What follows belongs to an exercise in optimizing a design on an open flow for small area and few clock cycles per item; a production flow would make more cautious choices. Function was checked by simulation only, so behaviour that the tests miss may differ from the original. No activity file was given, so power comes from the tool's default toggle rates.

## single_wire_humidity_sensor_reader_top
module single_wire_humidity_sensor_reader_top
(
    input  logic        clk,
    input  logic        rst_n,
    input  logic        in_valid,
    output logic        in_ready,
    input  logic        cmd,
    input  logic        line_level,
    input  logic        cfg_valid,
    output logic        cfg_ready,
    input  logic [7:0]  cfg_index,
    input  logic [15:0] cfg_data,
    output logic        out_valid,
    input  logic        out_ready,
    output logic        drive_enable,
    output logic        drive_level,
    output logic        busy_res,
    output logic        done_res,
    output logic [1:0]  status,
    output logic [12:0] humidity_pct,
    output logic signed [12:0] temperature_c
);
Size: about 570 cells after synthesis, about 110 flip-flops, roughly 66 I/O pins.
Settings: LEC_CHECK=0, CAP_MARGIN=20, CORE_MARGIN=2, CORE_UTILIZATION=60, CTS_BUF_LIST=sky130_fd_sc_hd__clkbuf_2 sky130_fd_sc_hd__clkbuf_4 sky130_fd_sc_hd__clkbuf_8, SLEW_MARGIN=20; clock period 8.0 ns.
standard.sh (not shown) runs the stock make flow with config.mk's settings and CLKGATE_MAP_FILE= SYNTH_SCRIPT=/design/flow/synth_recipe.tcl, a recipe that flattens the netlist after the stock synthesis.
==> flow/flow/run.sh <==
#!/bin/bash
# The standard layout, with the port buffers made from the smallest buffer cell.
set -euo pipefail
bash standard.sh "BUFFER_PORTS_ARGS=-buffer_cell sky130_fd_sc_hd__buf_1" finish > standard_make.log 2>&1
The starting point produced a clean layout.
Testbench counts at the start, summed over its fixed seeds: cycles 368,886, items 368,854.
Next try:
==> flow/flow/run.sh (replaced) <==
#!/bin/bash
# The standard layout with three changes:
#  - synthesis maps the logic with an area-oriented ABC script and leaves
#    adders to ABC (no extract_fa); registers, their cells and names are
#    those of the standard synthesis;
#  - the port buffers are the smallest buffer cell;
#  - clock tree synthesis inserts no dummy loads.
set -euo pipefail
here=$(pwd)
# Synthesis script: synth_recipe.tcl, sourcing a copy of ORFS's synth.tcl
# whose abc call uses flow/abc_area.script.
sed "s|log_cmd abc {\*}\$abc_args|log_cmd abc {*}[lreplace \$abc_args 1 1 $here/flow/abc_area.script]|" \
    "$FLOW_HOME/scripts/synth.tcl" > "$here/area_synth_core.tcl"
grep -q "abc_area.script" "$here/area_synth_core.tcl"
sed "s|source \$::env(SCRIPTS_DIR)/synth.tcl|source $here/area_synth_core.tcl|" \
    "$here/synth_recipe.tcl" > "$here/area_synth.tcl"
grep -q "area_synth_core.tcl" "$here/area_synth.tcl"
bash standard.sh \
    "SYNTH_SCRIPT=$here/area_synth.tcl" \
    "ADDER_MAP_FILE=" \
    "BUFFER_PORTS_ARGS=-buffer_cell sky130_fd_sc_hd__buf_1" \
    "CTS_ARGS=-sink_clustering_enable -repair_clock_nets -dont_use_dummy_load -sink_clustering_size 60 -sink_clustering_max_diameter 300 -buf_list {sky130_fd_sc_hd__clkbuf_16}" \
    finish > standard_make.log 2>&1
==> flow/flow/abc_area.script (new file) <==
strash
dch
amap
strash
dch
amap
topo
stime -c
dnsize -c
What happened: The new run completed with no timing, DRC or antenna violations. Synthesized area decreases by 11%. Wire length decreases by about 3%. Core utilization increases by 1.9 points. Combinational power decreases by 20%. Clock skew increases by 0.0064 ns. Non-clock buffer count increases by 8. Clock-buffer cell count decreases by 2. Flip-flop and latch count does not change.

Setup of garnet:
single_wire_humidity_sensor_reader_top again, from the RTL that the note above started with.
export LEC_CHECK = 0
export CAP_MARGIN = 20
export CORE_MARGIN = 2
export CORE_UTILIZATION = 60
export CTS_BUF_LIST = sky130_fd_sc_hd__clkbuf_2 sky130_fd_sc_hd__clkbuf_4 sky130_fd_sc_hd__clkbuf_8
export SLEW_MARGIN = 20
create_clock -name core_clock -period 8.0 [get_ports {clk}]
==> flow/flow/run.sh <==
#!/bin/bash
# The standard layout with three changes:
#  - synthesis maps the logic with an area-oriented ABC script and leaves
#    adders to ABC (no extract_fa); registers, their cells and names are
#    those of the standard synthesis;
#  - the port buffers are the smallest buffer cell;
#  - clock tree synthesis inserts no dummy loads.
set -euo pipefail
here=$(pwd)
# Synthesis script: synth_recipe.tcl, sourcing a copy of ORFS's synth.tcl
# whose abc call uses flow/abc_area.script.
sed "s|log_cmd abc {\*}\$abc_args|log_cmd abc {*}[lreplace \$abc_args 1 1 $here/flow/abc_area.script]|" \
    "$FLOW_HOME/scripts/synth.tcl" > "$here/area_synth_core.tcl"
grep -q "abc_area.script" "$here/area_synth_core.tcl"
sed "s|source \$::env(SCRIPTS_DIR)/synth.tcl|source $here/area_synth_core.tcl|" \
    "$here/synth_recipe.tcl" > "$here/area_synth.tcl"
grep -q "area_synth_core.tcl" "$here/area_synth.tcl"
bash standard.sh \
    "SYNTH_SCRIPT=$here/area_synth.tcl" \
    "ADDER_MAP_FILE=" \
    "BUFFER_PORTS_ARGS=-buffer_cell sky130_fd_sc_hd__buf_1" \
    "CTS_ARGS=-sink_clustering_enable -repair_clock_nets -dont_use_dummy_load -buf_list {sky130_fd_sc_hd__clkbuf_2 sky130_fd_sc_hd__clkbuf_4 sky130_fd_sc_hd__clkbuf_8}" \
    finish > standard_make.log 2>&1
==> flow/flow/abc_area.script <==
strash
dch
amap
strash
dch
amap
topo
stime -c
dnsize -c
Testbench counts of garnet, summed over its fixed seeds: cycles 368,886, items 368,854.
diff inputs: garnet => lagoon
==> flow/flow/run.sh <==
#!/bin/bash
# The standard layout, with the port buffers made from the smallest buffer cell
# and clock tree synthesis without dummy loads.
set -euo pipefail
bash standard.sh "BUFFER_PORTS_ARGS=-buffer_cell sky130_fd_sc_hd__buf_1" \
    "CTS_ARGS=-sink_clustering_enable -repair_clock_nets -dont_use_dummy_load -buf_list {sky130_fd_sc_hd__clkbuf_2 sky130_fd_sc_hd__clkbuf_4 sky130_fd_sc_hd__clkbuf_8}" \
    finish > standard_make.log 2>&1
removed: flow/flow/abc_area.script
==> comparison <==
Having completed the whole flow, lagoon delivered a layout that passed the timing, DRC and antenna checks.
Top achievable clock speed came out higher on lagoon than on garnet.
The die area reported for lagoon is greater than that of garnet by 12%.
Compared to garnet, lagoon has post-route cell area about 10% higher.
Of lagoon and garnet, garnet shows the higher period utilization, with lagoon below it.
Final period demand of the worst path delta (lagoon − garnet): favourable
In lagoon, the sequential share of layout area came out 4.5 points below the value in garnet.
Modified inputs, tundra compared to lagoon
==> flow/run.sh (new file) <==
#!/bin/bash
# synth_recipe.tcl (not shown) runs the flow's synth.tcl, then flattens the netlist and writes it again
# the make line also repeats each setting of config.mk as NAME=value (left out here)
make -C /OpenROAD-flow-scripts/flow DESIGN_CONFIG=/design/flow/config.mk WORK_HOME=/design/flow/orfs CLKGATE_MAP_FILE= SYNTH_SCRIPT=/design/flow/synth_recipe.tcl finish
removed: flow/flow/run.sh
removed: flow/standard.sh
--- outcome ---
From lagoon to tundra the numbers moved as follows: proportion of power drawn by flip-flops and latches went down; global routing usage on met3 dropped 0.62 points. Going from lagoon to tundra, power in the clock group moved up; mean routed wirelength per cell went up about 3.6%. Setup WNS lagoon -> tundra: worse.

==> re-timing with driven ports <==
How much do the figures lean on ideal ports? The routed layouts below were timed once more, with nothing changed but the port constraints.
Step 1 (the two cells are an assumption about what drives the block):
set clk [get_ports {clk}]
set_driving_cell -lib_cell sky130_fd_sc_hd__clkbuf_16 $clk
set_driving_cell -lib_cell sky130_fd_sc_hd__buf_2 [delete_from_list [all_inputs] $clk]
Step 2 times the ports against the registers' clock, not the clock port: input delays grow and output delays shrink by t, the midpoint of the rising clock arrivals with the driver on.
a / b / c = ideal ports / drivers / drivers and shift; a / b = the first two.
run | t, ns | setup WS [ns] | clock arrival spread, ns
the first run of note 1 | 0.401 | 2.888 / 2.888 / 2.888 | 0.010 / 0.010
the second run of note 1 | 0.373 | 2.310 / 2.310 / 2.310 | 0.016 / 0.015
garnet | 0.390 | 2.357 / 2.357 / 2.357 | 0.024 / 0.024
lagoon | 0.393 | 2.921 / 2.921 / 2.921 | 0.024 / 0.024
tundra | 0.414 | 2.854 / 2.854 / 2.854 | 0.012 / 0.012
After both steps every run listed still meets setup and hold.
